From an optimization exercise on the open Yosys and OpenROAD flow, aimed at small area, a short achievable clock period and few clock cycles; shortcuts taken in it are not production practice.
Function was checked by simulation only, so behaviour that the tests miss may differ from the original.
Power figures rest on the tool's default switching activity, not on a simulated workload.

`run.sh`:
```
#!/bin/bash
# synth_recipe.tcl (not shown) runs the flow's synth.tcl, then flattens the netlist and writes it again
# the make line also repeats each setting of config.mk as NAME=value (left out here)
make -C /OpenROAD-flow-scripts/flow DESIGN_CONFIG=/design/flow/config.mk WORK_HOME=/design/flow/orfs CLKGATE_MAP_FILE= SYNTH_SCRIPT=/design/flow/synth_recipe.tcl finish
```
`config.mk`:
```
export PLATFORM = sky130hd
export DESIGN_NAME = character_frequency_count_top
export DESIGN_NICKNAME = character_frequency_count_top
export VERILOG_FILES = /design/flow/design.v
export SDC_FILE = /design/flow/constraint.sdc
export NUM_CORES = 4
export LEC_CHECK = 0
export ABC_CLOCK_PERIOD_IN_PS = 2500
export CAP_MARGIN = 20
export CORE_MARGIN = 2
export CORE_UTILIZATION = 55
export CTS_CLUSTER_DIAMETER = 60
export CTS_CLUSTER_SIZE = 30
export PLACE_DENSITY = 0.7
export SETUP_SLACK_MARGIN = 2.5
export SLEW_MARGIN = 20
```
`constraint.sdc`:
```
create_clock -name core_clock -period 5.5 [get_ports {clock}]
set_input_delay 1.1000 -clock core_clock [delete_from_list [all_inputs] [get_ports {clock}]]
set_output_delay 1.1000 -clock core_clock [all_outputs]
set_load 0.01 [all_outputs]
```
`design.v`:
```
`default_nettype none
package cfc_pkg;
   localparam int SYMBOL_BITS = 7;
   localparam int OCC_BITS    = 16;
   localparam logic [SYMBOL_BITS-1:0] QUOTE_CODE = 7'd34;
   typedef enum logic {
      CMD_COUNT = 1'b0,
      CMD_FETCH = 1'b1
   } cmd_type;
   typedef struct packed {
      cmd_type                cmd;
      logic [SYMBOL_BITS-1:0] symbol;
   } item_type;
   typedef struct packed {
      logic     valid;
      item_type item;
   } head_type;
   localparam int HEAD_BITS = 1 + 1 + SYMBOL_BITS;
endpackage
`default_nettype wire
`default_nettype none
module cfc_front
#(
   parameter int ALPHABET_SIZE = 128
) (
   input  wire logic                   clock,
   input  wire logic                   reset,
   input  wire logic                   start,
   input  wire logic                   req_op,
   input  wire logic [cfc_pkg::SYMBOL_BITS-1:0] req_symbol,
   output logic                        s2_cnt,
   output logic                        s2_fet,
   output logic                        s2_gate,
   output logic                        s2_found,
   output logic                        s2_last,
   output logic [cfc_pkg::SYMBOL_BITS-1:0]      s2_code
);
   localparam int N  = 128;
   localparam int SB = cfc_pkg::SYMBOL_BITS;
   logic          s1_v;
   logic          s1_op;
   logic [SB-1:0] s1_sym;
   logic [7:0]    s1_hi;      
   logic [15:0]   s1_lo;      
   always_ff @(posedge clock) begin
      if (reset) begin
         s1_v <= 1'b0;
      end else begin
         s1_v <= start;
      end
      s1_op  <= req_op;
      s1_sym <= req_symbol;
      for (int k = 0; k < 8; k++) begin
         s1_hi[k] <= (req_symbol[6:4] == 3'(k));
      end
      for (int k = 0; k < 16; k++) begin
         s1_lo[k] <= (req_symbol[3:0] == 4'(k));
      end
   end
   logic [N-1:0]  valid_ff;
   logic [N-1:0]  rem_ff;
   logic          cur_act_ff;
   logic [SB-1:0] cur_h_ff;
   logic [SB:0]   rcnt_ff;
   logic [SB:0]   vcnt_ff;
   logic          rf_ff, rm_ff, vf_ff, vm_ff;
   logic          cnt;
   logic          fet;
   logic [N-1:0]  dec;
   logic          behind;
   logic          v_hit;
   logic          r_hit;
   logic          r_add;
   always_comb begin
      cnt = s1_v && (s1_op == cfc_pkg::CMD_COUNT) &&
            (s1_sym != '0) && (s1_sym != cfc_pkg::QUOTE_CODE);
      fet = s1_v && (s1_op == cfc_pkg::CMD_FETCH);
      for (int i = 0; i < N; i++) begin
         dec[i] = s1_hi[i / 16] && s1_lo[i % 16];
      end
      behind = cur_act_ff && (s1_sym <= cur_h_ff);
      v_hit  = |(valid_ff & dec);
      r_hit  = |(rem_ff & dec);
      r_add  = !behind && !r_hit;
   end
   logic [N-1:0]      t_any [8];
   logic [N*SB-1:0]   t_idx [8];
   always_comb begin
      for (int l = 0; l < 8; l++) begin
         t_any[l] = '0;
         t_idx[l] = '0;
      end
      t_any[0] = rem_ff;
      for (int l = 1; l < 8; l++) begin
         for (int n = 0; n < (N >> l); n++) begin
            t_any[l][n] = t_any[l-1][2*n] | t_any[l-1][2*n+1];
            for (int b = 0; b < SB; b++) begin
               if (b < l - 1) begin
                  t_idx[l][n*SB+b] = t_any[l-1][2*n] ? t_idx[l-1][2*n*SB+b]
                                                     : t_idx[l-1][(2*n+1)*SB+b];
               end
            end
            t_idx[l][n*SB+l-1] = !t_any[l-1][2*n];
         end
      end
   end
   logic [N-1:0] pre [8];
   logic [N-1:0] rem_next;
   always_comb begin
      pre[0] = rem_ff;
      for (int l = 1; l < 8; l++) begin
         for (int i = 0; i < N; i++) begin
            if (((i >> (l - 1)) & 1) == 1) begin
               pre[l][i] = pre[l-1][i] | pre[l-1][((i >> (l - 1)) << (l - 1)) - 1];
            end else begin
               pre[l][i] = pre[l-1][i];
            end
         end
      end
      rem_next = rem_ff & {pre[7][N-2:0], 1'b0};
   end
   logic          found;
   logic          more;
   logic          three;
   logic [SB-1:0] hit;
   logic [SB:0]   rcnt_p1;
   logic [SB:0]   vcnt_p1;
   assign rcnt_p1 = rcnt_ff + (SB+1)'(1);
   assign vcnt_p1 = vcnt_ff + (SB+1)'(1);
   assign found = rf_ff;
   assign more  = rm_ff;
   assign three = (rcnt_ff >= (SB+1)'(3));
   assign hit   = found ? t_idx[7][SB-1:0] : '0;
   always_ff @(posedge clock) begin
      if (reset) begin
         valid_ff   <= '0;
         rem_ff     <= '0;
         cur_act_ff <= 1'b0;
         rcnt_ff    <= '0;
         vcnt_ff    <= '0;
         rf_ff      <= 1'b0;
         rm_ff      <= 1'b0;
         vf_ff      <= 1'b0;
         vm_ff      <= 1'b0;
         s2_cnt     <= 1'b0;
         s2_fet     <= 1'b0;
      end else begin
         s2_cnt <= cnt;
         s2_fet <= fet;
         if (fet) begin
            cur_act_ff <= found && more;
            if (!found) begin
               rem_ff  <= valid_ff;
               rcnt_ff <= vcnt_ff;
               rf_ff   <= vf_ff;
               rm_ff   <= vm_ff;
            end else if (more) begin
               rem_ff  <= rem_next;
               rcnt_ff <= rcnt_ff - (SB+1)'(1);
               rm_ff   <= three;
            end else begin
               rem_ff   <= '0;
               valid_ff <= '0;
               rcnt_ff  <= '0;
               vcnt_ff  <= '0;
               rf_ff    <= 1'b0;
               vf_ff    <= 1'b0;
               vm_ff    <= 1'b0;
            end
         end else if (cnt) begin
            valid_ff <= valid_ff | dec;
            vf_ff    <= 1'b1;
            vm_ff    <= vm_ff || (vf_ff && !v_hit);
            if (!v_hit) begin
               vcnt_ff <= vcnt_p1;
            end
            if (!behind) begin
               rem_ff <= rem_ff | dec;
               rf_ff  <= 1'b1;
               rm_ff  <= rm_ff || (rf_ff && r_add);
               if (r_add) begin
                  rcnt_ff <= rcnt_p1;
               end
            end
         end
      end
      if (fet) begin
         cur_h_ff <= hit;
      end
      s2_code  <= fet ? hit : s1_sym;
      s2_gate  <= fet ? found : v_hit;
      s2_found <= found;
      s2_last  <= found && !more;
   end
endmodule
`default_nettype wire
`default_nettype none
module cfc_back
#(
   parameter int ALPHABET_SIZE = 128,
   parameter int COUNT_BITS    = 16
) (
   input  wire logic                   clock,
   input  wire logic                   reset,
   input  wire logic                   s2_cnt,
   input  wire logic                   s2_fet,
   input  wire logic                   s2_gate,
   input  wire logic                   s2_found,
   input  wire logic                   s2_last,
   input  wire logic [cfc_pkg::SYMBOL_BITS-1:0] s2_code,
   output logic                        rsp_strobe,
   output logic                        rsp_found,
   output logic [cfc_pkg::SYMBOL_BITS-1:0]      rsp_char_code,
   output logic [cfc_pkg::OCC_BITS-1:0]         rsp_occurrences,
   output logic                        rsp_last_entry
);
   localparam int N  = 128;
   localparam int G  = 4;           
   localparam int GW = N / G;       
   localparam int SB = cfc_pkg::SYMBOL_BITS;
   localparam int CB = COUNT_BITS;
   logic [N*CB-1:0] store;
   logic [G*CB-1:0] part;
   logic [GW-1:0]   lsel;
   always_comb begin
      for (int j = 0; j < GW; j++) begin
         lsel[j] = (s2_code[4:0] == 5'(j));
      end
      part = '0;
      for (int g = 0; g < G; g++) begin
         for (int j = 0; j < GW; j++) begin
            if ((g * GW + j) != 0 && (g * GW + j) != 34) begin
               part[g*CB +: CB] = part[g*CB +: CB] |
                                  ({CB{lsel[j]}} & store[(g*GW+j)*CB +: CB]);
            end
         end
      end
   end
   logic [G*CB-1:0] s3_part;
   logic            s3_cnt, s3_fet, s3_gate, s3_found, s3_last;
   logic [SB-1:0]   s3_code;
   logic            s4_cnt;
   logic [SB-1:0]   s4_code;
   logic [CB-1:0]   s4_val;
   logic [CB-1:0]   s4_inc;
   logic            s5_cnt;
   logic [SB-1:0]   s5_code;
   logic [7:0]      s5_hi;      
   logic [15:0]     s5_lo;      
   logic [CB-1:0]   s5_wd;
   logic            s6_cnt;
   logic [SB-1:0]   s6_code;
   logic [CB-1:0]   s6_wd;
   logic [CB-1:0]   rd;
   logic [CB-1:0]   val;
   always_comb begin
      rd = '0;
      for (int g = 0; g < G; g++) begin
         rd = rd | ({CB{s3_code[6:5] == 2'(g)}} & s3_part[g*CB +: CB]);
      end
      s4_inc = (s4_val == '1) ? s4_val : s4_val + CB'(1);
      if (!s3_gate) begin
         val = '0;
      end else if (s4_cnt && (s4_code == s3_code)) begin
         val = s4_inc;
      end else if (s5_cnt && (s5_code == s3_code)) begin
         val = s5_wd;
      end else if (s6_cnt && (s6_code == s3_code)) begin
         val = s6_wd;
      end else begin
         val = rd;
      end
   end
   for (genvar i = 0; i < N; i++) begin : g_entry
      if (i == 0 || i == 34) begin : g_none
         assign store[i*CB +: CB] = '0;
      end else begin : g_word
         always_ff @(posedge clock) begin
            if (s5_hi[i / 16] && s5_lo[i % 16]) begin
               store[i*CB +: CB] <= s5_wd;
            end
         end
      end
   end
   logic            o_strobe, o_found, o_last;
   logic [SB-1:0]   o_code;
   logic [CB-1:0]   o_occ;
   always_ff @(posedge clock) begin
      if (reset) begin
         s3_cnt   <= 1'b0;
         s3_fet   <= 1'b0;
         s4_cnt   <= 1'b0;
         s5_cnt   <= 1'b0;
         s6_cnt   <= 1'b0;
         o_strobe <= 1'b0;
      end else begin
         s3_cnt   <= s2_cnt;
         s3_fet   <= s2_fet;
         s4_cnt   <= s3_cnt;
         s5_cnt   <= s4_cnt;
         s6_cnt   <= s5_cnt;
         o_strobe <= s3_fet;
      end
      s3_part  <= part;
      s3_gate  <= s2_gate;
      s3_found <= s2_found;
      s3_last  <= s2_last;
      s3_code  <= s2_code;
      s4_code  <= s3_code;
      s4_val   <= val;
      s5_code  <= s4_code;
      for (int k = 0; k < 8; k++) begin
         s5_hi[k] <= s4_cnt && (s4_code[6:4] == 3'(k));
      end
      for (int k = 0; k < 16; k++) begin
         s5_lo[k] <= (s4_code[3:0] == 4'(k));
      end
      s5_wd    <= s4_inc;
      s6_code  <= s5_code;
      s6_wd    <= s5_wd;
      if (s3_fet) begin
         o_found <= s3_found;
         o_last  <= s3_last;
         o_code  <= s3_code;
         o_occ   <= val;
      end
   end
   assign rsp_strobe      = o_strobe;
   assign rsp_found       = o_found;
   assign rsp_char_code   = o_code;
   assign rsp_occurrences = o_occ;
   assign rsp_last_entry  = o_last;
endmodule
`default_nettype wire
`default_nettype none
module character_frequency_count_top
#(
   parameter int ALPHABET_SIZE = 128,
   parameter int COUNT_BITS    = 16
) (
   input  wire logic                   clock,
   input  wire logic                   reset,
   input  wire logic                   start,
   output logic                        busy,
   input  wire logic                   req_op,
   input  wire logic [cfc_pkg::SYMBOL_BITS-1:0] req_symbol,
   output logic                        rsp_strobe,
   output logic                        rsp_found,
   output logic [cfc_pkg::SYMBOL_BITS-1:0]      rsp_char_code,
   output logic [cfc_pkg::OCC_BITS-1:0]         rsp_occurrences,
   output logic                        rsp_last_entry
);
   logic                            s2_cnt;
   logic                            s2_fet;
   logic                            s2_gate;
   logic                            s2_found;
   logic                            s2_last;
   logic [cfc_pkg::SYMBOL_BITS-1:0] s2_code;
   assign busy = 1'b0;
   cfc_front #(
      .ALPHABET_SIZE(ALPHABET_SIZE)
   ) u_front (
      .clock      (clock),
      .reset      (reset),
      .start      (start),
      .req_op     (req_op),
      .req_symbol (req_symbol),
      .s2_cnt     (s2_cnt),
      .s2_fet     (s2_fet),
      .s2_gate    (s2_gate),
      .s2_found   (s2_found),
      .s2_last    (s2_last),
      .s2_code    (s2_code)
   );
   cfc_back #(
      .ALPHABET_SIZE(ALPHABET_SIZE),
      .COUNT_BITS   (COUNT_BITS)
   ) u_back (
      .clock           (clock),
      .reset           (reset),
      .s2_cnt          (s2_cnt),
      .s2_fet          (s2_fet),
      .s2_gate         (s2_gate),
      .s2_found        (s2_found),
      .s2_last         (s2_last),
      .s2_code         (s2_code),
      .rsp_strobe      (rsp_strobe),
      .rsp_found       (rsp_found),
      .rsp_char_code   (rsp_char_code),
      .rsp_occurrences (rsp_occurrences),
      .rsp_last_entry  (rsp_last_entry)
   );
endmodule
`default_nettype wire
```
==> impl_summary.log, run 1 <==
[metrics] status: timing/DRC/antenna clean
[metrics] global-route wire length before repair: 450,000 um
[metrics] synthesis warning total: 6
[metrics] sequential share of the synthesized area: 75.3%
[metrics] I/O pin count: 38
[metrics] dominant synthesized flop cell: edfxtp_1
[metrics] num rows: 152
[metrics] Final Cycle Share: roughly 56%
[metrics] final weighted congestion in routability-driven placement: a little over 1
[metrics] worst-case clock skew: 58.7 ps
[metrics] slew at the pin with the worst max-slew slack: roughly 1200 ps
[metrics] number of storage elements in the synthesis netlist: ~2,500
[metrics] Crit path buffers/inverters: 2
[metrics] Area contributors post-synth: edfxtp_1 (65%), dfxtp_1 (10%), a22oi_1 (5.5%)
[metrics] setup ws final: ~2400 ps
[metrics] Global Route Usage Sum: 36.4%
[metrics] Met3 Wirelength: between 50,000 and 60,000 um
[metrics] Clock Tree Root: clkbuf_16
[metrics] Setup Viol. Count Final: 0
[metrics] Pwr Density: between 300 and 400 mW/mm^2
[metrics] antenna-violating nets left: 0
[metrics] core area: approximately 0.17 mm^2
[metrics] clock insertion delay at the later pin of the skew report: between 800 and 900 ps
[metrics] synth-to-layout area growth: 10.7%
[metrics] Avg Vias per Cell: roughly 7.4
[metrics] routed length on met1: 116,000 um
[metrics] combinational cell fraction of total power: under 10%
[metrics] Detail Route met2 WL: 141,000 um
[metrics] Pleak: between 30 and 40 nW
[metrics] number of enable-type register cells in the synthesized netlist: just over 2,000
[metrics] total standard cell area after synthesis: about 0.095 mm^2
[metrics] DR pass1 iterations: 10
[metrics] drt initial violations: roughly 13,000
[metrics] RSZ-0062 raised after global routing: true
[metrics] switching power summed over all nets: 8.78 mW
[metrics] NumNets Final: roughly 6,300
[metrics] clock slew at the register clock pins of the worst setup and hold paths: ~110 ps
[metrics] data required time at the worst endpoint: ~6200 ps
[metrics] number of distinct library cells after synthesis: 79
[metrics] initial antenna violation count: 14
[metrics] Arr. time, crit path: 3830 ps
[metrics] net switching share of the total power: between 20% and 30%
[metrics] fraction of synthesized cell area taken by the top area cell type: about two thirds
[metrics] crit path time final: slightly above 3000 ps
[metrics] CTS tree: done
[metrics] post-synthesis async set-or-reset flop share: 0%
[metrics] Starting Density: a little under three fifths
[metrics] top cell family by delay on the critical path: compound AO/OA/AOI/OAI gates
[metrics] cell area after layout: 0.105 mm^2
[metrics] list of cells traversed by the critical path: buf_4, a22oi_1, nand2_1, a2111oi_0, o2111ai_1, nor2_4, buf_12, nand4_1, a311oi_1
[metrics] crit start category: register
[metrics] sink count of the clock tree: ~2,500
[metrics] estimated wirelength of the detail-placed design: between 150,000 and 200,000 um
[metrics] Mapped Nets: 6,290
[metrics] via count of the first global-routing pass: about 59,000
[metrics] cell accounting for the most synthesized area: edfxtp_1
[metrics] cell count after synthesis: between 6,000 and 7,000
[metrics] commonest cells after routing, fill and taps aside: edfxtp_1 (2,048), a22oi_1 (696), dfxtp_1 (461)
[metrics] remaining max-slew budget at the tightest pin: between 10% and 20%
[metrics] max-slew violation total from the final report: 0
[metrics] pin count of the biggest net entering global routing: ~100
[metrics] Crit. End Element: register
[metrics] worst-case setup slack after placement: 1790 ps
[metrics] most common cell after layout, fill and taps aside: edfxtp_1
[metrics] final number of hold-violating endpoints: 0
[metrics] peak ir drop on the vdd network: 0.370 mV
[metrics] number of CTS-inserted buffers: ~150
[metrics] Int Power: between 20 and 30 mW
[metrics] number of hold-repair buffers added at the cts stage: 0
[metrics] Residual DRC: 0
[metrics] post-synthesis average cell area: between 15 and 20 um^2
[metrics] sum of routed wire length over all layers: about 330,000 um
[metrics] max_cap viols: 0
[metrics] Placed Instance Area: 0.0990 mm^2
[metrics] cell at the slowest stage of the critical path: a2111oi_0
[metrics] residual overflow from global routing: 0
[metrics] CP Max Fanout: 31
[metrics] setup TNS: 0 ps
[metrics] CP peak stage delay: around 540 ps
[metrics] htree depth: 4
[metrics] maximum clock rate: roughly 320 MHz
[metrics] uppermost layer routed: met5
[metrics] width of the die: around 420 um
[metrics] clock power share: 35.7%
[metrics] sequential power share: around three fifths
[metrics] class of the worst hold path: reg -> reg
[metrics] deepest clock path buffer count: 3
[metrics] number of vias after detailed routing: ~65,000
[metrics] critical path class: reg -> reg
[metrics] die area: between 0.15 and 0.2 mm^2
[metrics] die height: roughly 420 um
[metrics] wire length per cell after detailed routing: between 30 and 40 um
[metrics] number of buffers added on ports: 36
[metrics] layout cell share with drive strength beyond 1: a little under an eighth
## through the flow
stage	cells	power (mW)	utilization [%]	hold WS, ps
2_1_floorplan	6268	22.4	-	310
6_report	8748	36.0	61.2	331
4_1_cts	8731	35.8	61.0	332
3_3_place_gp	8440	23.4	57.7	312
5_1_grt	8745	36.7	61.2	343
3_5_place_dp	8440	23.4	57.7	314
## per-layer routing
layer | GRT usage, % | vias to the layer above
li1 | - | 25400
met1 | 52.0 | 32100
met2 | 53.6 | 6063
met3 | 10.9 | 970
met4 | 12.6 | 12
met5 | 0 | -
## synthesized netlist by cell type (11+ instances only)
cell type / n
a21oi_1: 326
a221oi_1: 205
a222oi_1: 63
a22o_1: 216
a22oi_1: 696
a311oi_1: 30
a31oi_1: 33
and2_1: 146
and3_1: 31
buf_1: 35
clkbuf_1: 391
dfxtp_1: 495
edfxtp_1: 2048
ha_1: 11
inv_1: 42
mux2i_1: 18
mux4_2: 16
nand2_1: 129
nand2b_1: 25
nand3_1: 235
nand4_1: 150
nor2_1: 333
nor2b_1: 24
nor3_1: 47
nor4_1: 30
o211ai_1: 36
o21ai_0: 93
o311ai_0: 14
o31ai_1: 36
or2_2: 11
or3_1: 30
or4_1: 64
xnor2_1: 29
## sequential cells by signal, indices dropped and copies added, names as in the netlist, 7 cells and up
register and cells:
u_back.store 2016, u_front.rem_ff 128, u_front.valid_ff 128, u_back.s3_part 64, u_back.o_occ 16, u_back.s4_val 16, u_back.s5_lo 16, u_back.s5_wd 16
u_back.s6_wd 16, u_front.s1_lo 16, u_back.s5_hi 8, u_front.rcnt_ff 8, u_front.s1_hi 8, u_front.vcnt_ff 8, u_back.o_code 7, u_back.s3_code 7
u_back.s4_code 7, u_back.s5_code 7, u_back.s6_code 7, u_front.cur_h_ff 7, u_front.s1_sym 7, u_front.s2_code 7
## path summary, 6_finish.rpt
check | from | end | slack, ps | depth (start not counted)
setup reg to reg | u_front.s1_lo[9] | u_front.rcnt_ff[1] | 2410 | 9
hold / removal | u_front.s2_found | u_back.s3_found | 330 | 0
setup / recovery | u_front.s1_lo[9] | u_front.rcnt_ff[1] | 2410 | 9
hold reg to reg | u_front.s2_found | u_back.s3_found | 330 | 0
## timing repair
| item | in CTS | in global routing |
|---|---|---|
| pin swaps | 14 | 13 |
| buffers inserted | 20 | 12 |
| resized for setup | 47 | 51 |
| endpoints found under the hold margin | 0 | 0 |
| gates cloned | 0 | 1 |
| setup endpoints to repair | 252 | 222 |
## power by group through the flow
stage	Sequential, mW	Clock (mW)	Combinational [mW]
after global routing	21.4	13.5	1.81
after global placement	21.8	0	1.59
final	21.4	12.8	1.75
after CTS	21.3	12.8	1.65
after detailed placement	21.8	0	1.60
after floorplan	21.6	0	0.886
## kinds of logic (layout without fill, tap and decap cells)
kind of cell | Yosys count | count (layout) | share of synthesized area, %
XOR/XNOR | 37 | 37 | 0.342
buffers and inverters | 476 | 641 | 1.91
flip-flops | 2543 | 2543 | 75.3
AO/OA/AOI/OAI | 1873 | 1873 | 14.6
multiplexers | 45 | 45 | 0.701
adder cells (fa/ha/maj) | 11 | 11 | 0.145
other | 1 | 5 | 0.00395
AND/OR/NAND/NOR | 1282 | 1283 | 7.05
## area by class of cell
cell class,instances,area (um^2)
inverters,43,163
fillers,12700,66500
flip-flops and latches,2543,71500
clock inverters,114,1570
clock buffers,157,3770
repair buffers,327,2860
well taps,2310,2890
diodes,4,10.0
multi-input cells,3250,22200
Testbench counts, summed over its fixed seeds: cycles 73,554.
==> inputs of run 2 (changes only) <==
--- a/design.v
+++ b/design.v
@@ -30,7 +30,7 @@
    input  wire logic [cfc_pkg::SYMBOL_BITS-1:0] req_symbol,
    output logic                        s2_cnt,
    output logic                        s2_fet,
-   output logic                        s2_gate,
+   output logic                        s2_clr,
    output logic                        s2_found,
    output logic                        s2_last,
    output logic [cfc_pkg::SYMBOL_BITS-1:0]      s2_code
@@ -57,18 +57,15 @@
          s1_lo[k] <= (req_symbol[3:0] == 4'(k));
       end
    end
-   logic [N-1:0]  valid_ff;
    logic [N-1:0]  rem_ff;
    logic          cur_act_ff;
    logic [SB-1:0] cur_h_ff;
    logic [SB:0]   rcnt_ff;
-   logic [SB:0]   vcnt_ff;
-   logic          rf_ff, rm_ff, vf_ff, vm_ff;
+   logic          rf_ff, rm_ff;
    logic          cnt;
    logic          fet;
    logic [N-1:0]  dec;
    logic          behind;
-   logic          v_hit;
    logic          r_hit;
    logic          r_add;
    always_comb begin
@@ -79,7 +76,6 @@
          dec[i] = s1_hi[i / 16] && s1_lo[i % 16];
       end
       behind = cur_act_ff && (s1_sym <= cur_h_ff);
-      v_hit  = |(valid_ff & dec);
       r_hit  = |(rem_ff & dec);
       r_add  = !behind && !r_hit;
    end
@@ -124,63 +120,42 @@
    logic          three;
    logic [SB-1:0] hit;
    logic [SB:0]   rcnt_p1;
-   logic [SB:0]   vcnt_p1;
+   assign found   = rf_ff;
+   assign more    = rm_ff;
+   assign three   = (rcnt_ff >= (SB+1)'(3));
+   assign hit     = found ? t_idx[7][SB-1:0] : '0;
    assign rcnt_p1 = rcnt_ff + (SB+1)'(1);
-   assign vcnt_p1 = vcnt_ff + (SB+1)'(1);
-   assign found = rf_ff;
-   assign more  = rm_ff;
-   assign three = (rcnt_ff >= (SB+1)'(3));
-   assign hit   = found ? t_idx[7][SB-1:0] : '0;
    always_ff @(posedge clock) begin
       if (reset) begin
-         valid_ff   <= '0;
          rem_ff     <= '0;
          cur_act_ff <= 1'b0;
          rcnt_ff    <= '0;
-         vcnt_ff    <= '0;
          rf_ff      <= 1'b0;
          rm_ff      <= 1'b0;
-         vf_ff      <= 1'b0;
-         vm_ff      <= 1'b0;
          s2_cnt     <= 1'b0;
          s2_fet     <= 1'b0;
+         s2_clr     <= 1'b0;
       end else begin
          s2_cnt <= cnt;
          s2_fet <= fet;
+         s2_clr <= fet && found && !more;
          if (fet) begin
             cur_act_ff <= found && more;
-            if (!found) begin
-               rem_ff  <= valid_ff;
-               rcnt_ff <= vcnt_ff;
-               rf_ff   <= vf_ff;
-               rm_ff   <= vm_ff;
-            end else if (more) begin
+            if (found && more) begin
                rem_ff  <= rem_next;
                rcnt_ff <= rcnt_ff - (SB+1)'(1);
                rm_ff   <= three;
-            end else begin
-               rem_ff   <= '0;
-               valid_ff <= '0;
-               rcnt_ff  <= '0;
-               vcnt_ff  <= '0;
-               rf_ff    <= 1'b0;
-               vf_ff    <= 1'b0;
-               vm_ff    <= 1'b0;
-            end
-         end else if (cnt) begin
-            valid_ff <= valid_ff | dec;
-            vf_ff    <= 1'b1;
-            vm_ff    <= vm_ff || (vf_ff && !v_hit);
-            if (!v_hit) begin
-               vcnt_ff <= vcnt_p1;
+            end else if (found) begin
+               rem_ff  <= '0;
+               rcnt_ff <= '0;
+               rf_ff   <= 1'b0;
             end
-            if (!behind) begin
-               rem_ff <= rem_ff | dec;
-               rf_ff  <= 1'b1;
-               rm_ff  <= rm_ff || (rf_ff && r_add);
-               if (r_add) begin
-                  rcnt_ff <= rcnt_p1;
-               end
+         end else if (cnt && !behind) begin
+            rem_ff <= rem_ff | dec;
+            rf_ff  <= 1'b1;
+            rm_ff  <= rm_ff || (rf_ff && r_add);
+            if (r_add) begin
+               rcnt_ff <= rcnt_p1;
             end
          end
       end
@@ -188,7 +163,6 @@
          cur_h_ff <= hit;
       end
       s2_code  <= fet ? hit : s1_sym;
-      s2_gate  <= fet ? found : v_hit;
       s2_found <= found;
       s2_last  <= found && !more;
    end
@@ -204,7 +178,7 @@
    input  wire logic                   reset,
    input  wire logic                   s2_cnt,
    input  wire logic                   s2_fet,
-   input  wire logic                   s2_gate,
+   input  wire logic                   s2_clr,
    input  wire logic                   s2_found,
    input  wire logic                   s2_last,
    input  wire logic [cfc_pkg::SYMBOL_BITS-1:0] s2_code,
@@ -237,18 +211,18 @@
       end
    end
    logic [G*CB-1:0] s3_part;
-   logic            s3_cnt, s3_fet, s3_gate, s3_found, s3_last;
+   logic            s3_cnt, s3_fet, s3_clr, s3_found, s3_last;
    logic [SB-1:0]   s3_code;
-   logic            s4_cnt;
+   logic            s4_cnt, s4_clr;
    logic [SB-1:0]   s4_code;
    logic [CB-1:0]   s4_val;
    logic [CB-1:0]   s4_inc;
-   logic            s5_cnt;
+   logic            s5_cnt, s5_clr;
    logic [SB-1:0]   s5_code;
    logic [7:0]      s5_hi;      
    logic [15:0]     s5_lo;      
    logic [CB-1:0]   s5_wd;
-   logic            s6_cnt;
+   logic            s6_cnt, s6_clr;
    logic [SB-1:0]   s6_code;
    logic [CB-1:0]   s6_wd;
    logic [CB-1:0]   rd;
@@ -259,24 +233,29 @@
          rd = rd | ({CB{s3_code[6:5] == 2'(g)}} & s3_part[g*CB +: CB]);
       end
       s4_inc = (s4_val == '1) ? s4_val : s4_val + CB'(1);
-      if (!s3_gate) begin
-         val = '0;
-      end else if (s4_cnt && (s4_code == s3_code)) begin
+      if (s4_cnt && (s4_code == s3_code)) begin
          val = s4_inc;
+      end else if (s4_clr) begin
+         val = '0;
       end else if (s5_cnt && (s5_code == s3_code)) begin
          val = s5_wd;
+      end else if (s5_clr) begin
+         val = '0;
       end else if (s6_cnt && (s6_code == s3_code)) begin
          val = s6_wd;
+      end else if (s6_clr) begin
+         val = '0;
       end else begin
          val = rd;
       end
    end
+   logic            s5_wipe;
    for (genvar i = 0; i < N; i++) begin : g_entry
       if (i == 0 || i == 34) begin : g_none
          assign store[i*CB +: CB] = '0;
       end else begin : g_word
          always_ff @(posedge clock) begin
-            if (s5_hi[i / 16] && s5_lo[i % 16]) begin
+            if (s5_wipe || (s5_hi[i / 16] && s5_lo[i % 16])) begin
                store[i*CB +: CB] <= s5_wd;
             end
          end
@@ -289,20 +268,27 @@
       if (reset) begin
          s3_cnt   <= 1'b0;
          s3_fet   <= 1'b0;
+         s3_clr   <= 1'b0;
          s4_cnt   <= 1'b0;
+         s4_clr   <= 1'b0;
          s5_cnt   <= 1'b0;
+         s5_clr   <= 1'b0;
          s6_cnt   <= 1'b0;
+         s6_clr   <= 1'b0;
          o_strobe <= 1'b0;
       end else begin
          s3_cnt   <= s2_cnt;
          s3_fet   <= s2_fet;
+         s3_clr   <= s2_clr;
          s4_cnt   <= s3_cnt;
+         s4_clr   <= s3_clr;
          s5_cnt   <= s4_cnt;
+         s5_clr   <= s4_clr;
          s6_cnt   <= s5_cnt;
+         s6_clr   <= s5_clr;
          o_strobe <= s3_fet;
       end
       s3_part  <= part;
-      s3_gate  <= s2_gate;
       s3_found <= s2_found;
       s3_last  <= s2_last;
       s3_code  <= s2_code;
@@ -315,7 +301,8 @@
       for (int k = 0; k < 16; k++) begin
          s5_lo[k] <= (s4_code[3:0] == 4'(k));
       end
-      s5_wd    <= s4_inc;
+      s5_wipe  <= reset || s4_clr;
+      s5_wd    <= (reset || s4_clr) ? '0 : s4_inc;
       s6_code  <= s5_code;
       s6_wd    <= s5_wd;
       if (s3_fet) begin
@@ -352,7 +339,7 @@
 );
    logic                            s2_cnt;
    logic                            s2_fet;
-   logic                            s2_gate;
+   logic                            s2_clr;
    logic                            s2_found;
    logic                            s2_last;
    logic [cfc_pkg::SYMBOL_BITS-1:0] s2_code;
@@ -367,7 +354,7 @@
       .req_symbol (req_symbol),
       .s2_cnt     (s2_cnt),
       .s2_fet     (s2_fet),
-      .s2_gate    (s2_gate),
+      .s2_clr    (s2_clr),
       .s2_found   (s2_found),
       .s2_last    (s2_last),
       .s2_code    (s2_code)
@@ -380,7 +367,7 @@
       .reset           (reset),
       .s2_cnt          (s2_cnt),
       .s2_fet          (s2_fet),
-      .s2_gate         (s2_gate),
+      .s2_clr         (s2_clr),
       .s2_found        (s2_found),
       .s2_last         (s2_last),
       .s2_code         (s2_code),
==> run 2 against run 1 <==
Effect of this change:
- clock skew shrank 8.7 ps
- cell area shrank 6.9%
- register-to-register slack gained 96 ps
- largest cell class unchanged
- largest power group unchanged
==> impl_summary.log, run 2 <==
[metrics] layout cell share with drive strength beyond 1: 10.9% (-0.63 points)
[metrics] cell accounting for the most synthesized area: edfxtp_1
[metrics] class of the worst hold path: reg -> reg
[metrics] largest registers: u_back.store (2016), u_front.rem_ff (128), u_back.s3_part (64)
[metrics] Pleak: 34.0 nW (+0.43%)
[metrics] Area contributors post-synth: edfxtp_1 (69%), dfxtp_1 (8.1%), a22oi_1 (5.6%)
[metrics] most common cell after layout, fill and taps aside: edfxtp_1
[metrics] number of vias after detailed routing: 56,900 (-12%)
[metrics] cell at the slowest stage of the critical path: dfxtp_1
[metrics] crit path time final: 2990 ps (-95.8 ps)
[metrics] Mapped Nets: 5,524 (-12%)
[metrics] status: timing/DRC/antenna clean
[metrics] most numerous cell in the Yosys netlist: edfxtp_1
[metrics] Reg2Reg Launch Point: u_front.s2_code[2]
[metrics] synth-to-layout area growth: 10.2%
[metrics] die height: 406 um (-3.2%)
[metrics] initial antenna violation count: 11 (-3)
[metrics] final weighted congestion in routability-driven placement: 0.942 (-8.5%)
[metrics] Crit path buffers/inverters: 2 (unchanged)
[metrics] wire length per cell after detailed routing: 37.4 um (+0.46%)
[metrics] number of enable-type register cells in the synthesized netlist: 2,048 (unchanged)
[metrics] sum of routed wire length over all layers: 292,000 um (-10%)
[metrics] peak ir drop on the vdd network: 0.286 mV (-23%)
[metrics] total standard cell area after synthesis: 0.0888 mm^2 (-6.4%)
[metrics] number of distinct library cells after synthesis: 83 (+5.1%)
[metrics] residual overflow from global routing: 0 (unchanged)
[metrics] Crit. End Element: register
[metrics] CP peak stage delay: 550 ps (about the same)
[metrics] drt initial violations: 12,200 (-8.1%)
[metrics] Setup Viol. Count Final: 0 (unchanged)
[metrics] max_cap viols: 0 (unchanged)
[metrics] htree depth: 4 (unchanged)
[metrics] Min-Delay Startpoint: u_front.s2_found
[metrics] Detail Route met2 WL: 128,000 um (-9.7%)
[metrics] worst-case clock skew: 49.9 ps (-8.75 ps)
[metrics] Arr. time, crit path: 3640 ps (-190 ps)
[metrics] num rows: 147 (-3.3%)
[metrics] cell count after synthesis: 5,503 (-12%)
[metrics] final number of hold-violating endpoints: 0 (unchanged)
[metrics] deepest clock path buffer count: 3 (unchanged)
[metrics] max reg flops: 2,016 (unchanged)
[metrics] NumNets Final: 5,548 (-12%)
[metrics] pin count of the biggest net entering global routing: 120 (+15%)
[metrics] CP Max Fanout: 37 (+19%)
[metrics] I/O pin count: 38 (unchanged)
[metrics] core area: 0.160 mm^2 (-6.5%)
[metrics] commonest cells after routing, fill and taps aside: edfxtp_1 (2,048), a22oi_1 (662), dfxtp_1 (339)
[metrics] RSZ-0062 raised after global routing: true
[metrics] launch point of the worst path: u_front.s2_code[2]
[metrics] dominant synthesized flop cell: edfxtp_1
[metrics] setup TNS: 0 ps (unchanged)
[metrics] critical path class: reg -> reg
[metrics] post-synthesis average cell area: 16.1 um^2 (+6.6%)
[metrics] Global Route Usage Sum: 34.8% (-1.6 points)
[metrics] antenna-violating nets left: 0 (unchanged)
[metrics] Pwr Density: 400 mW/mm^2 (+17%)
[metrics] width of the die: 406 um (-3.2%)
[metrics] Residual DRC: 0 (unchanged)
[metrics] clock insertion delay at the later pin of the skew report: 830 ps (-40 ps)
[metrics] Final Cycle Share: 54.4% (-1.7 points)
[metrics] number of buffers added on ports: 36 (unchanged)
[metrics] Starting Density: 55.3% (+0.057 points)
[metrics] uppermost layer routed: met5
[metrics] Met3 Wirelength: 48,700 um (-10%)
[metrics] post-synthesis async set-or-reset flop share: 0% (unchanged)
[metrics] setup ws final: 2510 ps (+95.8 ps)
[metrics] remaining max-slew budget at the tightest pin: 15.5% (-4.2 points)
[metrics] number of storage elements in the synthesis netlist: 2,409 (-5.3%)
[metrics] Clock Tree Root: clkbuf_16
[metrics] synthesis warning total: 6 (unchanged)
[metrics] sequential share of the synthesized area: 77.4% (+2.1 points)
[metrics] die area: 0.165 mm^2 (-6.4%)
[metrics] fraction of synthesized cell area taken by the top area cell type: 69.3% (+4.4 points)
[metrics] fill cell total of the finished layout: 11,500 (-8.9%)
[metrics] DR pass1 iterations: 9 (-1)
[metrics] number of CTS-inserted buffers: 136 (-6.2%)
[metrics] Avg Vias per Cell: 7.30 (-1.1%)
[metrics] estimated wirelength of the detail-placed design: 155,000 um (-15%)
[metrics] slew at the pin with the worst max-slew slack: 1270 ps (+62.3 ps)
[metrics] routed length on met1: 101,000 um (-13%)
[metrics] data required time at the worst endpoint: 6140 ps (-100 ps)
[metrics] register bank with the most flops: u_back.store
[metrics] worst-case setup slack after placement: 2060 ps (+274 ps)
[metrics] top cell family by delay on the critical path: simple AND/OR/NAND/NOR gates
[metrics] list of cells traversed by the critical path: nand3b_1, buf_4, nor2_4, buf_4, a22o_1, a221oi_1, nand4_1, or3_1
[metrics] cell seen most often among critical-path stages: buf_4
[metrics] max-slew violation total from the final report: 0 (unchanged)
[metrics] crit start category: register
[metrics] global-route wire length before repair: 400,000 um (-11%)
[metrics] maximum clock rate: 334 MHz (+3.2%)
[metrics] sink count of the clock tree: 2,409 (-5.3%)
[metrics] CTS tree: done
[metrics] clock slew at the register clock pins of the worst setup and hold paths: 90 ps (-20 ps)
[metrics] list of most frequent post-synthesis cells: edfxtp_1 (2,048), a22oi_1 (662), dfxtp_1 (361), clkbuf_1 (321), a22o_1 (218)
[metrics] via count of the first global-routing pass: 52,100 (-11%)
[run 2: cell count changes in the layout (fill, tap and decap cells not counted), moves of 45 or more]
cell,before,now
a21oi_1,326,179
nor2_1,288,158
dfxtp_1,461,339
and2_1,134,15
a21o_1,6,110
nand3_1,235,136
buf_4,260,185
nor3_1,44,89
[run 2: layout make-up]
type                    count  area [um^2]  share of cell area, %
inverters                  37          139                  0.142
clock buffers             161         3670                   3.76
flip-flops and latches   2409        68800                   70.3
well taps                2160         2700                   2.76
repair buffers            251         2310                   2.36
diodes                      2         5.00                0.00512
multi-input cells        2692        18900                   19.4
clock inverters            90         1240                   1.27
[run 2: stage by stage]
stage | instances | hold slack (ps) | power (mW) | util [%] | area, um^2
2_1_floorplan | 5503 | 310 | 25.5 | - | 88800
3_3_place_gp | 7516 | 317 | 27.1 | 57.6 | 92300
3_5_place_dp | 7517 | 321 | 27.3 | 57.6 | 92400
4_1_cts | 7783 | 339 | 38.9 | 60.8 | 97500
5_1_grt | 7800 | 345 | 39.9 | 61.0 | 97800
6_report | 7802 | 337 | 39.1 | 61.0 | 97800
[run 2: final timing paths]
kind                             end  slack (ps)  depth (start not counted)
hold reg to reg      u_back.s3_found         340                          0
hold / removal       u_back.s3_found         340                          0
setup reg to reg  u_back.s3_part[58]        2510                          8
setup / recovery  u_back.s3_part[58]        2510                          8
[run 2: where the power goes]
group	total [mW]	internal (mW)	switching (mW)
clock	12.0	5.63	6.39
combinational	2.59	0.622	1.97
sequential	24.5	23.1	1.45
[run 2: repair_timing]
item                       CTS  global route
buffers inserted            14            15
cloned                       1             1
setup endpoints to repair  160           103
pin swaps                    8             8
hold buffers                 0             0
resized for setup           21            28
[run 2: worst register-to-register path, stage by stage (launching register included)]
cell and delay (ps):
dfxtp_1 550, nand3b_1 260, buf_4 190, nor2_4 40
buf_4 380, a22o_1 420, a221oi_1 220, nand4_1 250
or3_1 540
[run 2: logic make-up (layout without fill, tap and decap cells)]
kind of cell / after synthesis / in the layout / share of synthesized area (%)
XOR/XNOR: 33 / 33 / 0.326
multiplexers: 23 / 23 / 0.491
AO/OA/AOI/OAI: 1662 / 1662 / 14.0
adder cells (fa/ha/maj): 10 / 10 / 0.141
other: 1 / 3 / 0.00422
buffers and inverters: 404 / 539 / 1.73
flip-flops: 2409 / 2409 / 77.4
AND/OR/NAND/NOR: 961 / 963 / 5.91
[run 2: layer usage]
metal | vias to the layer above | global-route usage [%]
met5 | - | 0
met4 | 12 | 13.9
met3 | 871 | 10.7
met2 | 5254 | 51.8
met1 | 28200 | 48.2
li1 | 22600 | -
Testbench counts of run 2, summed over its fixed seeds: cycles 73,554.
==> inputs of run 3 (changes only) <==
--- a/design.v
+++ b/design.v
@@ -61,6 +61,7 @@
    logic          cur_act_ff;
    logic [SB-1:0] cur_h_ff;
    logic [SB:0]   rcnt_ff;
+   logic          radd_ff;
    logic          rf_ff, rm_ff;
    logic          cnt;
    logic          fet;
@@ -79,41 +80,74 @@
       r_hit  = |(rem_ff & dec);
       r_add  = !behind && !r_hit;
    end
-   logic [N-1:0]      t_any [8];
-   logic [N*SB-1:0]   t_idx [8];
+   localparam int NG = 8;
+   localparam int GS = 16;
+   logic [NG-1:0]    gany_ff;
+   logic [NG-1:0]    gsel;           
+   logic [NG-1:0]    lmore;          
+   logic [NG*4-1:0]  lidx;           
+   logic [N-1:0]     rest;           
+   logic [N-1:0]     rem_next;
+   logic [NG-1:0]    gany_next;
+   logic [SB-1:0]    t_hit;
    always_comb begin
-      for (int l = 0; l < 8; l++) begin
-         t_any[l] = '0;
-         t_idx[l] = '0;
-      end
-      t_any[0] = rem_ff;
-      for (int l = 1; l < 8; l++) begin
-         for (int n = 0; n < (N >> l); n++) begin
-            t_any[l][n] = t_any[l-1][2*n] | t_any[l-1][2*n+1];
-            for (int b = 0; b < SB; b++) begin
-               if (b < l - 1) begin
-                  t_idx[l][n*SB+b] = t_any[l-1][2*n] ? t_idx[l-1][2*n*SB+b]
-                                                     : t_idx[l-1][(2*n+1)*SB+b];
+      for (int g = 0; g < NG; g++) begin
+         gsel[g] = gany_ff[g];
+         for (int k = 0; k < g; k++) begin
+            gsel[g] = gsel[g] && !gany_ff[k];
+         end
+      end
+   end
+   for (genvar g = 0; g < NG; g++) begin : g_grp
+      logic [GS-1:0] r;
+      logic [GS-1:0] pre [5];
+      logic [GS-1:0] a_any [5];
+      logic [GS*4-1:0] a_idx [5];
+      assign r = rem_ff[g*GS +: GS];
+      always_comb begin
+         pre[0] = r;
+         for (int l = 1; l < 5; l++) begin
+            for (int i = 0; i < GS; i++) begin
+               if (((i >> (l - 1)) & 1) == 1) begin
+                  pre[l][i] = pre[l-1][i] | pre[l-1][((i >> (l - 1)) << (l - 1)) - 1];
+               end else begin
+                  pre[l][i] = pre[l-1][i];
                end
             end
-            t_idx[l][n*SB+l-1] = !t_any[l-1][2*n];
          end
       end
+      always_comb begin
+         for (int l = 0; l < 5; l++) begin
+            a_any[l] = '0;
+            a_idx[l] = '0;
+         end
+         a_any[0] = r;
+         for (int l = 1; l < 5; l++) begin
+            for (int n = 0; n < (GS >> l); n++) begin
+               a_any[l][n] = a_any[l-1][2*n] | a_any[l-1][2*n+1];
+               for (int b = 0; b < 4; b++) begin
+                  if (b < l - 1) begin
+                     a_idx[l][n*4+b] = a_any[l-1][2*n] ? a_idx[l-1][2*n*4+b]
+                                                       : a_idx[l-1][(2*n+1)*4+b];
+                  end
+               end
+               a_idx[l][n*4+l-1] = !a_any[l-1][2*n];
+            end
+         end
+      end
+      assign rest[g*GS +: GS] = r & {pre[4][GS-2:0], 1'b0};
+      assign lmore[g]         = |rest[g*GS +: GS];
+      assign lidx[g*4 +: 4]   = a_idx[4][3:0];
+      assign rem_next[g*GS +: GS] = gsel[g] ? rest[g*GS +: GS] : r;
+      assign gany_next[g]     = gsel[g] ? lmore[g] : gany_ff[g];
    end
-   logic [N-1:0] pre [8];
-   logic [N-1:0] rem_next;
    always_comb begin
-      pre[0] = rem_ff;
-      for (int l = 1; l < 8; l++) begin
-         for (int i = 0; i < N; i++) begin
-            if (((i >> (l - 1)) & 1) == 1) begin
-               pre[l][i] = pre[l-1][i] | pre[l-1][((i >> (l - 1)) << (l - 1)) - 1];
-            end else begin
-               pre[l][i] = pre[l-1][i];
-            end
+      t_hit = '0;
+      for (int g = 0; g < NG; g++) begin
+         if (gsel[g]) begin
+            t_hit = t_hit | {3'(g), lidx[g*4 +: 4]};
          end
       end
-      rem_next = rem_ff & {pre[7][N-2:0], 1'b0};
    end
    logic          found;
    logic          more;
@@ -122,14 +156,16 @@
    logic [SB:0]   rcnt_p1;
    assign found   = rf_ff;
    assign more    = rm_ff;
-   assign three   = (rcnt_ff >= (SB+1)'(3));
-   assign hit     = found ? t_idx[7][SB-1:0] : '0;
-   assign rcnt_p1 = rcnt_ff + (SB+1)'(1);
+   assign three   = (rcnt_ff >= (SB+1)'(3)) || (radd_ff && (rcnt_ff == (SB+1)'(2)));
+   assign hit     = t_hit;
+   assign rcnt_p1 = rcnt_ff + (SB+1)'(radd_ff);
    always_ff @(posedge clock) begin
       if (reset) begin
          rem_ff     <= '0;
+         gany_ff    <= '0;
          cur_act_ff <= 1'b0;
          rcnt_ff    <= '0;
+         radd_ff    <= 1'b0;
          rf_ff      <= 1'b0;
          rm_ff      <= 1'b0;
          s2_cnt     <= 1'b0;
@@ -139,24 +175,27 @@
          s2_cnt <= cnt;
          s2_fet <= fet;
          s2_clr <= fet && found && !more;
+         rcnt_ff <= rcnt_p1;
+         radd_ff <= 1'b0;
          if (fet) begin
             cur_act_ff <= found && more;
             if (found && more) begin
                rem_ff  <= rem_next;
-               rcnt_ff <= rcnt_ff - (SB+1)'(1);
+               gany_ff <= gany_next;
+               rcnt_ff <= rcnt_p1 - (SB+1)'(1);
                rm_ff   <= three;
             end else if (found) begin
                rem_ff  <= '0;
+               gany_ff <= '0;
                rcnt_ff <= '0;
                rf_ff   <= 1'b0;
             end
          end else if (cnt && !behind) begin
-            rem_ff <= rem_ff | dec;
-            rf_ff  <= 1'b1;
-            rm_ff  <= rm_ff || (rf_ff && r_add);
-            if (r_add) begin
-               rcnt_ff <= rcnt_p1;
-            end
+            rem_ff  <= rem_ff | dec;
+            gany_ff <= gany_ff | s1_hi;
+            rf_ff   <= 1'b1;
+            rm_ff   <= rm_ff || (rf_ff && r_add);
+            radd_ff <= r_add;
          end
       end
       if (fet) begin
@@ -305,12 +344,10 @@
       s5_wd    <= (reset || s4_clr) ? '0 : s4_inc;
       s6_code  <= s5_code;
       s6_wd    <= s5_wd;
-      if (s3_fet) begin
-         o_found <= s3_found;
-         o_last  <= s3_last;
-         o_code  <= s3_code;
-         o_occ   <= val;
-      end
+      o_found <= s3_fet && s3_found;
+      o_last  <= s3_fet && s3_last;
+      o_code  <= s3_fet ? s3_code : '0;
+      o_occ   <= s3_fet ? val : '0;
    end
    assign rsp_strobe      = o_strobe;
    assign rsp_found       = o_found;
==> config.mk (replaced) <==
export PLATFORM = sky130hd
export DESIGN_NAME = character_frequency_count_top
export DESIGN_NICKNAME = character_frequency_count_top
export VERILOG_FILES = /design/flow/design.v
export SDC_FILE = /design/flow/constraint.sdc
export NUM_CORES = 4
export LEC_CHECK = 0
export CAP_MARGIN = 20
export CORE_MARGIN = 2
export CORE_UTILIZATION = 68
export CTS_CLUSTER_DIAMETER = 60
export CTS_CLUSTER_SIZE = 30
export PLACE_DENSITY = 0.8
export SETUP_SLACK_MARGIN = 3.2
export SLEW_MARGIN = 20
export TNS_END_PERCENT = 0
==> run 3 against run 2 <==
Effect of this change:
- clock skew shrank 4.2 ps
- count of clock-buffer cells in the layout fell by 5
- worst setup slack gained 260 ps
- cell area up 0.91%
- synthesized cell count is 2.7% higher
- cell count shrank 3.0%
- global-route usage grew 8.7 points
- sequential share of layout area decreased by 0.68 points
- fmax increased by 9.3%
- highest routed layer unchanged
==> impl_summary.log, run 3 <==
[metrics] Global Route Usage Sum: 43.6% (+8.7 points)
[metrics] NumNets Final: 5,718 (+3.1%)
[metrics] total standard cell area after synthesis: 0.0897 mm^2 (+1.0%)
[metrics] combinational cell fraction of total power: 7.7% (+1.1 points)
[metrics] launch point of the worst path: u_front.s2_code[2]
[metrics] deepest clock path buffer count: 3 (unchanged)
[metrics] wire length per cell after detailed routing: 39.4 um (+5.2%)
[metrics] largest registers: u_back.store (2016), u_front.rem_ff (128), u_back.s3_part (64)
[metrics] residual overflow from global routing: 0 (unchanged)
[metrics] Crit. End Element: register
[metrics] Reg2Reg Launch Point: u_front.s2_code[2]
[metrics] I/O pin count: 38 (unchanged)
[metrics] post-synthesis average cell area: 15.9 um^2 (-1.6%)
[metrics] number of cells on the worst hold path: 0 (unchanged)
[metrics] list of most frequent post-synthesis cells: edfxtp_1 (2,023), a22oi_1 (635), dfxtp_1 (395), clkbuf_1 (323), a21oi_1 (213)
[metrics] initial antenna violation count: 17 (+6)
[metrics] net switching share of the total power: 26.0% (+0.93 points)
[metrics] CTS tree: done
[metrics] Reg-to-Reg End: u_back.s3_part[48]
[metrics] num rows: 133 (-9.5%)
[metrics] die height: 367 um (-9.5%)
[metrics] Residual DRC: 0 (unchanged)
[metrics] most common cell after layout, fill and taps aside: edfxtp_1
[metrics] commonest cells after routing, fill and taps aside: edfxtp_1 (2,023), a22oi_1 (634), dfxtp_1 (356)
[metrics] class of the worst hold path: reg -> reg
[metrics] sequential power share: 63.6% (+0.9 points)
[metrics] number of CTS-inserted buffers: 138 (+1.5%)
[metrics] core area: 0.131 mm^2 (-18%)
[metrics] clock slew at the register clock pins of the worst setup and hold paths: 100 ps (about the same)
[metrics] Pleak: 34.6 nW (+1.9%)
[metrics] cell accounting for the most synthesized area: edfxtp_1
[metrics] dominant synthesized flop cell: edfxtp_1
[metrics] sequential share of the synthesized area: 76.6% (-0.86 points)
[metrics] Final Cycle Share: 49.8% (-4.6 points)
[metrics] sink count of the clock tree: 2,418 (+0.37%)
[metrics] number of vias after detailed routing: 60,600 (+6.4%)
[metrics] number of storage elements in the synthesis netlist: 2,418 (+0.37%)
[metrics] Area contributors post-synth: edfxtp_1 (68%), dfxtp_1 (8.8%), a22oi_1 (5.3%)
[metrics] data required time at the worst endpoint: 6270 ps (+130 ps)
[metrics] CP Max Fanout: 23 (-38%)
[metrics] fraction of synthesized cell area taken by the top area cell type: 67.8% (-1.5 points)
[metrics] Int Power: 30.1 mW (+2.6%)
[metrics] crit path time final: 2740 ps (-256 ps)
[metrics] register bank with the most flops: u_back.store
[metrics] htree depth: 4 (unchanged)
[metrics] peak ir drop on the vdd network: 0.428 mV (+50%)
[metrics] drt initial violations: 14,000 (+14%)
[metrics] setup TNS: 0 ps (unchanged)
[metrics] crit start category: register
[metrics] final weighted congestion in routability-driven placement: 0.982 (+4.2%)
[metrics] global-route wire length before repair: 412,000 um (+3.0%)
[metrics] Starting Density: 68.4% (+13 points)
[metrics] critical path class: reg -> reg
[metrics] final number of hold-violating endpoints: 0 (unchanged)
[metrics] max-slew violation total from the final report: 0 (unchanged)
[metrics] Arr. time, crit path: 3510 ps (-130 ps)
[metrics] pin count of the biggest net entering global routing: 127 (+5.8%)
[metrics] switching power summed over all nets: 10.6 mW (+7.7%)
[metrics] depth of the worst register-to-register path: 7 (-1)
[metrics] sum of routed wire length over all layers: 298,000 um (+2.1%)
[metrics] worst-case clock skew: 45.7 ps (-4.21 ps)
[metrics] most numerous cell in the Yosys netlist: edfxtp_1
[metrics] Avg Vias per Cell: 8.01 (+9.7%)
[metrics] Clock Tree Root: clkbuf_16
[metrics] Min-Delay Startpoint: u_front.s2_last
[metrics] maximum clock rate: 365 MHz (+9.3%)
[metrics] DR pass1 iterations: 9 (unchanged)
[metrics] setup slack of the worst register-to-register path: 2760 ps (+260 ps)
[metrics] synthesis warning total: 27 (+21)
[metrics] Pwr Density: 412 mW/mm^2 (+3.0%)
[metrics] layout cell share with drive strength beyond 1: 12.4% (+1.5 points)
[metrics] number of distinct library cells after synthesis: 84 (+1.2%)
[metrics] estimated wirelength of the detail-placed design: 158,000 um (+1.8%)
[metrics] post-synthesis async set-or-reset flop share: 0% (unchanged)
[metrics] Finished Core Util: 75.3% (+14 points)
[metrics] status: timing/DRC/antenna clean
[metrics] RSZ-0062 raised after global routing: true
[metrics] width of the die: 367 um (-9.5%)
[metrics] Mapped Nets: 5,671 (+2.7%)
[metrics] synth-to-layout area growth: 10.1%
[metrics] clock insertion delay at the later pin of the skew report: 820 ps (about the same)
[metrics] remaining max-slew budget at the tightest pin: 14.4% (-1.2 points)
[metrics] cell count after synthesis: 5,649 (+2.7%)
[metrics] Setup Viol. Count Final: 0 (unchanged)
[metrics] max reg flops: 2,016 (unchanged)
[metrics] number of buffers added on ports: 36 (unchanged)
[metrics] slew at the pin with the worst max-slew slack: 1280 ps (+18.7 ps)
[metrics] clock power share: 28.7% (-2.0 points)
[metrics] die area: 0.135 mm^2 (-18%)
[metrics] number of enable-type register cells in the synthesized netlist: 2,023 (-1.2%)
[metrics] antenna-violating nets left: 0 (unchanged)
[metrics] worst min-delay path endpoint: u_back.s3_last
[metrics] via count of the first global-routing pass: 56,100 (+7.9%)
[metrics] max_cap viols: 0 (unchanged)
[run 3: kinds of logic after synthesis]
| logic type | count (synthesis) | share of synthesized area, % |
|---|---|---|
| buf+inv | 420 | 1.80 |
| compound gates | 1730 | 14.3 |
| xor+xnor | 38 | 0.371 |
| other cells | 1 | 0.00418 |
| simple gates | 972 | 5.87 |
| flops | 2418 | 76.6 |
| fa+ha+maj | 28 | 0.345 |
| mux | 42 | 0.723 |
[run 3: what timing repair did]
item                       4_1_cts  5_1_grt
hold buffers                     0        0
pin swaps                       29       21
cloned                           5        0
hold endpoints to repair         0        0
setup endpoints to repair     1337      314
buffers inserted                49       16
resized for setup              154       41
[run 3: layout make-up]
type	instances	area (um^2)
diodes	10	25.0
well taps	1755	2200
fillers	7460	32400
clock inverters	93	1060
inverters	43	165
clock buffers	156	3690
multi-input cells	2813	20100
repair buffers	282	2730
flip-flops and latches	2418	68800
[run 3: critical path: stages, from the launching register on]
cell and delay (ps):
dfxtp_4 390, nor2_1 160, nand2_2 190, nor2_4 680
buf_4 620, a221oi_1 180, nand4_1 270, or3_1 160
[run 3: routing by layer]
| layer | vias to the layer above | part of all wire [%] | global-route usage [%] |
|---|---|---|---|
| met5 | - | 0.11 | 1.18 |
| met4 | 16 | 7.3 | 25.7 |
| met3 | 1475 | 18 | 16.1 |
| met2 | 6782 | 43 | 62.7 |
| met1 | 29100 | 31 | 57.2 |
| li1 | 23200 | - | - |
[run 3: power by group through the flow]
stage          Clock [mW]  Sequential, mW  Combinational, mW
3_5_place_dp            0            26.0               2.85
2_1_floorplan           0            25.5               1.26
4_1_cts              11.6            25.6               2.94
5_1_grt              12.2            26.0               3.18
3_3_place_gp            0            25.8               2.77
6_report             11.7            25.8               3.14
[run 3: metrics by stage]
| step | instance area [um^2] | worst slack (ps) | cells | power, mW | hold WS [ps] |
|---|---|---|---|---|---|
| after floorplan | 89700 | 3010 | 5649 | 26.7 | 310 |
| after global placement | 92600 | 2310 | 7239 | 28.6 | 316 |
| after detailed placement | 92700 | 2220 | 7241 | 28.9 | 318 |
| after CTS | 98400 | 2930 | 7544 | 40.1 | 338 |
| after global routing | 98700 | 2830 | 7560 | 41.3 | 341 |
| final | 98700 | 2760 | 7570 | 40.7 | 339 |
[run 3: worst max path at each step]
stage	end	slack [ps]	cells past startpoint
floorplan	u_back.o_occ[1]	3010	3
global placement	u_front.rem_ff[85]	2310	9
detailed placement	u_front.rem_ff[85]	2220	9
CTS	rsp_occurrences[8]	2930	1
global route	u_front.rm_ff	2830	9
finish	u_back.s3_part[48]	2760	7
Testbench counts of run 3, summed over its fixed seeds: cycles 73,554.
==> inputs of run 4 (changes only) <==
--- a/config.mk
+++ b/config.mk
@@ -7,10 +7,10 @@
 export LEC_CHECK = 0
 export CAP_MARGIN = 20
 export CORE_MARGIN = 2
-export CORE_UTILIZATION = 68
+export CORE_UTILIZATION = 60
 export CTS_CLUSTER_DIAMETER = 60
 export CTS_CLUSTER_SIZE = 30
-export PLACE_DENSITY = 0.8
-export SETUP_SLACK_MARGIN = 3.2
+export PLACE_DENSITY = 0.72
+export SETUP_SLACK_MARGIN = 3.6
 export SLEW_MARGIN = 20
 export TNS_END_PERCENT = 0
==> run 4 against run 3 <==
Effect of this change:
- sequential power about the same
- wire length up 2.0%
- die area increased by 13%
- fmax up 5.5%
- clock skew fell by 7.4 ps
- utilization decreased by 8.0 points
==> impl_summary.log, run 4 <==
[metrics] Adder-Cell Fraction of Synth Area: 0.345% (unchanged)
[metrics] wire length per cell after detailed routing: 38.9 um (-1.1%)
[metrics] die height: 391 um (+6.4%)
[metrics] cell count after synthesis: 5,649 (unchanged)
[metrics] CP Max Fanout: 7 (-70%)
[metrics] commonest cells after routing, fill and taps aside: edfxtp_1 (2,023), a22oi_1 (632), dfxtp_1 (337)
[metrics] cell area after layout: 0.0996 mm^2 (+0.95%)
[metrics] most common cell after layout, fill and taps aside: edfxtp_1
[metrics] I/O pin count: 38 (unchanged)
[metrics] area share of and/or/nand/nor cells after synthesis: 5.87% (unchanged)
[metrics] number of distinct library cells after synthesis: 84 (unchanged)
[metrics] class of the worst hold path: reg -> reg
[metrics] Global Route Usage Sum: 38.8% (-4.7 points)
[metrics] list of most frequent post-synthesis cells: edfxtp_1 (2,023), a22oi_1 (635), dfxtp_1 (395), clkbuf_1 (323), a21oi_1 (213)
[metrics] Clock Tree Root: clkbuf_16
[metrics] die area: 0.153 mm^2 (+13%)
[metrics] RSZ-0062 raised after global routing: true
[metrics] Placed Instance Area: 0.0931 mm^2 (+0.49%)
[metrics] Arr. time, crit path: 3260 ps (-250 ps)
[metrics] antenna-violating nets left: 0 (unchanged)
[metrics] max-slew violation total from the final report: 0 (unchanged)
[metrics] met3 usage: 12.5% (-3.7 points)
[metrics] peak ir drop on the vdd network: 0.349 mV (-18%)
[metrics] residual overflow from global routing: 0 (unchanged)
[metrics] pin count of the biggest net entering global routing: 127 (unchanged)
[metrics] global routing's busiest layer: met2
[metrics] top cell family by delay on the critical path: simple AND/OR/NAND/NOR gates
[metrics] drt initial violations: 12,800 (-8.8%)
[metrics] final weighted congestion in routability-driven placement: 0.957 (-2.5%)
[metrics] cell accounting for the most synthesized area: edfxtp_1
[metrics] remaining max-slew budget at the tightest pin: 16.8% (+2.4 points)
[metrics] via count of the first global-routing pass: 54,200 (-3.5%)
[metrics] max reg flops: 2,016 (unchanged)
[metrics] number of CTS-inserted buffers: 136 (-1.4%)
[metrics] Crit path buffers/inverters: 0 (-1)
[metrics] Setup Viol. Count Final: 0 (unchanged)
[metrics] CP peak stage delay: 600 ps (-80 ps)
[metrics] largest registers: u_back.store (2016), u_front.rem_ff (128), u_back.s3_part (64)
[metrics] sequential share of the synthesized area: 76.6% (unchanged)
[metrics] post-synthesis async set-or-reset flop share: 0% (unchanged)
[metrics] Reg2Reg Launch Point: u_front.rem_ff[22]
[metrics] clock insertion delay at the later pin of the skew report: 820 ps (about the same)
[metrics] Reg-to-Reg End: u_front.s2_code[0]
[metrics] Pwr Density: 408 mW/mm^2 (-0.99%)
[metrics] number of vias after detailed routing: 59,800 (-1.4%)
[metrics] total standard cell area after synthesis: 0.0897 mm^2 (unchanged)
[metrics] Residual DRC: 0 (unchanged)
[metrics] Mapped Nets: 5,671 (unchanged)
[metrics] initial antenna violation count: 17 (unchanged)
[metrics] worst min-delay path endpoint: u_back.s3_last
[metrics] Starting Density: 60.6% (-7.8 points)
[metrics] number of enable-type register cells in the synthesized netlist: 2,023 (unchanged)
[metrics] depth of the worst register-to-register path: 7 (unchanged)
[metrics] deepest clock path buffer count: 3 (unchanged)
[metrics] Final Hold Slack: 335 ps (-3.93 ps)
[metrics] final number of hold-violating endpoints: 0 (unchanged)
[metrics] area share of xor/xnor cells in the synthesized design: 0.371% (unchanged)
[metrics] non-filler cells in the finished layout: 7,812 (+3.2%)
[metrics] htree depth: 4 (unchanged)
[metrics] number of storage elements in the synthesis netlist: 2,418 (unchanged)
[metrics] list of cells traversed by the critical path: nor4_4, nand3_1, nor3_1, a31oi_1, o2111ai_2, or4_4, o31a_1
[metrics] register bank with the most flops: u_back.store
[metrics] setup slack of the worst register-to-register path: 2900 ps (+140 ps)
[metrics] NumNets Final: 5,784 (+1.2%)
[metrics] num rows: 141 (+6.0%)
[metrics] setup TNS: 0 ps (unchanged)
[metrics] Placed Cells incl. Taps: 7,446 (+2.8%)
[metrics] maximum clock rate: 385 MHz (+5.5%)
[metrics] Crit. End Element: register
[metrics] dominant synthesized flop cell: edfxtp_1
[metrics] fraction of synthesized area in multiplexers: 0.723% (unchanged)
[metrics] Final Cycle Share: 47.2% (-2.6 points)
[metrics] data required time at the worst endpoint: 6170 ps (-100 ps)
[metrics] area of the multi-input gates: 0.0203 mm^2 (+1.2%)
[metrics] area taken by flip-flops and latches: 0.0688 mm^2 (about the same)
[metrics] worst-case setup slack after placement: 2230 ps (+9.45 ps)
[metrics] estimated wirelength of the detail-placed design: 162,000 um (+2.6%)
[metrics] dominant combinational cell family by area after synthesis: compound AO/OA/AOI/OAI gates
[metrics] setup ws final: 2900 ps (+142 ps)
[metrics] met2 routing resource usage after global routing: 57.2% (-5.5 points)
[metrics] core area: 0.148 mm^2 (+13%)
[metrics] slew at the pin with the worst max-slew slack: 1250 ps (-36.5 ps)
[metrics] Min-Delay Startpoint: u_front.s2_last
[metrics] most numerous cell in the Yosys netlist: edfxtp_1
[metrics] crit path time final: 2600 ps (-142 ps)
[metrics] CTS tree: done
[metrics] Pleak: 34.9 nW (+1.0%)
[metrics] synth-to-layout area growth: 11.1%
[metrics] post-synthesis average cell area: 15.9 um^2 (unchanged)
[metrics] fraction of synthesized cell area taken by the top area cell type: 67.8% (unchanged)
[metrics] width of the die: 391 um (+6.4%)
[metrics] clock slew at the register clock pins of the worst setup and hold paths: 80 ps (-20 ps)
[metrics] sum of routed wire length over all layers: 304,000 um (+2.0%)
[metrics] number of buffers added on ports: 36 (unchanged)
[metrics] met1 demand-to-capacity share in global routing: 53.1% (-4.1 points)
[metrics] critical path class: reg -> reg
[metrics] number of cells on the worst hold path: 0 (unchanged)
[metrics] DR pass1 iterations: 6 (-3)
[metrics] max_cap viols: 0 (unchanged)
[metrics] layout cell share with drive strength beyond 1: 14.3% (+1.9 points)
[metrics] Area contributors post-synth: edfxtp_1 (68%), dfxtp_1 (8.8%), a22oi_1 (5.3%)
[metrics] cell at the slowest stage of the critical path: dfxtp_1
[metrics] sink count of the clock tree: 2,418 (unchanged)
[metrics] synthesis warning total: 27 (unchanged)
[metrics] fill cell total of the finished layout: 9,757 (+31%)
[metrics] status: timing/DRC/antenna clean
[metrics] worst-case clock skew: 38.3 ps (-7.43 ps)
[metrics] Avg Vias per Cell: 7.65 (-4.4%)
[metrics] crit start category: register
[metrics] global-route wire length before repair: 414,000 um (+0.41%)
[metrics] post-synthesis compound-gate area fraction: 14.3% (unchanged)
-- run 4: cell counts after synthesis --
No cell type changed its count.
-- run 4: report_power, final --
group / internal (mW) / total (mW) / leakage [nW] / switching [mW]
clock: 5.21 / 11.7 / 2.27 / 6.47
combinational: 0.822 / 3.10 / 8.68 / 2.28
sequential: 23.9 / 25.9 / 24.0 / 1.98
total: 29.9 / 40.6 / 34.9 / 10.7
-- run 4: worst max-delay path by stage --
stage / from / end / cells after the start
after CTS: u_front.rem_ff[54] / u_front.s2_code[0] / 7
final: u_front.rem_ff[22] / u_front.s2_code[0] / 7
after global routing: u_front.rem_ff[86] / u_front.s2_code[2] / 5
after floorplan: u_front.rem_ff[34] / u_front.s2_code[2] / 7
after global placement: u_front.s2_code[0] / u_back.s3_part[47] / 8
after detailed placement: u_back.s3_code[5] / u_back.o_occ[13] / 6
-- run 4: repair_timing --
item	4_1_cts	5_1_grt
setup buffers	45	55
cloned	3	4
hold buffers	0	0
pin swaps	29	48
resized for setup	151	139
setup endpoints to repair	1601	2045
-- run 4: cells by family (layout without fill, tap and decap cells) --
logic type | Yosys count | in the layout
DFF | 2418 | 2418
AOI/OAI and AO/OA | 1730 | 1730
and+or+nand+nor | 972 | 975
buffers and inverters | 420 | 645
muxes | 42 | 42
xor gates and xnor gates | 38 | 38
adders and majority gates | 28 | 28
other | 1 | 6
-- run 4: through the flow --
step | utilization [%] | power (mW)
detailed placement | 62.9 | 28.9
finish | 67.3 | 40.6
global route | 67.3 | 41.5
floorplan | - | 26.7
global placement | 62.9 | 28.7
CTS | 66.7 | 40.3
-- run 4: per-layer routing --
metal / vias up / share of wire [%]
met5: - / 0.070
met4: 14 / 6.0
met3: 1144 / 17
met2: 5846 / 43
met1: 29400 / 34
li1: 23400 / -
-- run 4: area by class of cell --
cell class	instances	area share, %
inverter	43	0.166
multi-input combinational	2814	20.4
tap	1930	2.42
clock inverter	100	1.13
timing repair buffer	349	3.18
sequential	2418	69.1
antenna	5	0.0126
clock buffer	153	3.64

[separate check: timing with driven ports]
No port has a modelled driver above. Below, the same layouts with a new extraction and two added sets of constraints.
Step 1 (the two cells are an assumption about what drives the block):
set clk [get_ports {clock}]
set_driving_cell -lib_cell sky130_fd_sc_hd__clkbuf_16 $clk
set_driving_cell -lib_cell sky130_fd_sc_hd__buf_2 [delete_from_list [all_inputs] $clk]
Step 2 also shifts input and output timing later by t, the mid clock arrival at the registers, as if the neighbouring blocks saw the same clock.
Slacks: ideal ports / drivers / drivers and shift; pairs: ideal ports / drivers.
| run | t, ns | setup WS [ns] | worst setup path at the end | worst slew at a driven data input, ns |
|---|---|---|---|---|
| run 1 | 0.925 | 2.410 / 2.410 / 2.110 | input to register | 0.04 |
| run 2 | 0.887 | 2.505 / 2.505 / 2.495 | input to register | 0.03 |
| run 3 | 0.887 | 2.761 / 2.761 / 2.716 | input to register | 0.05 |
| run 4 | 0.895 | 2.903 / 2.903 / 2.795 | input to register | 0.04 |
After both steps setup and hold are still met in every run listed. For run 1, which loses most, drivers alone change the setup slack by 0.000 ns; drivers and shift together by -0.300 ns.
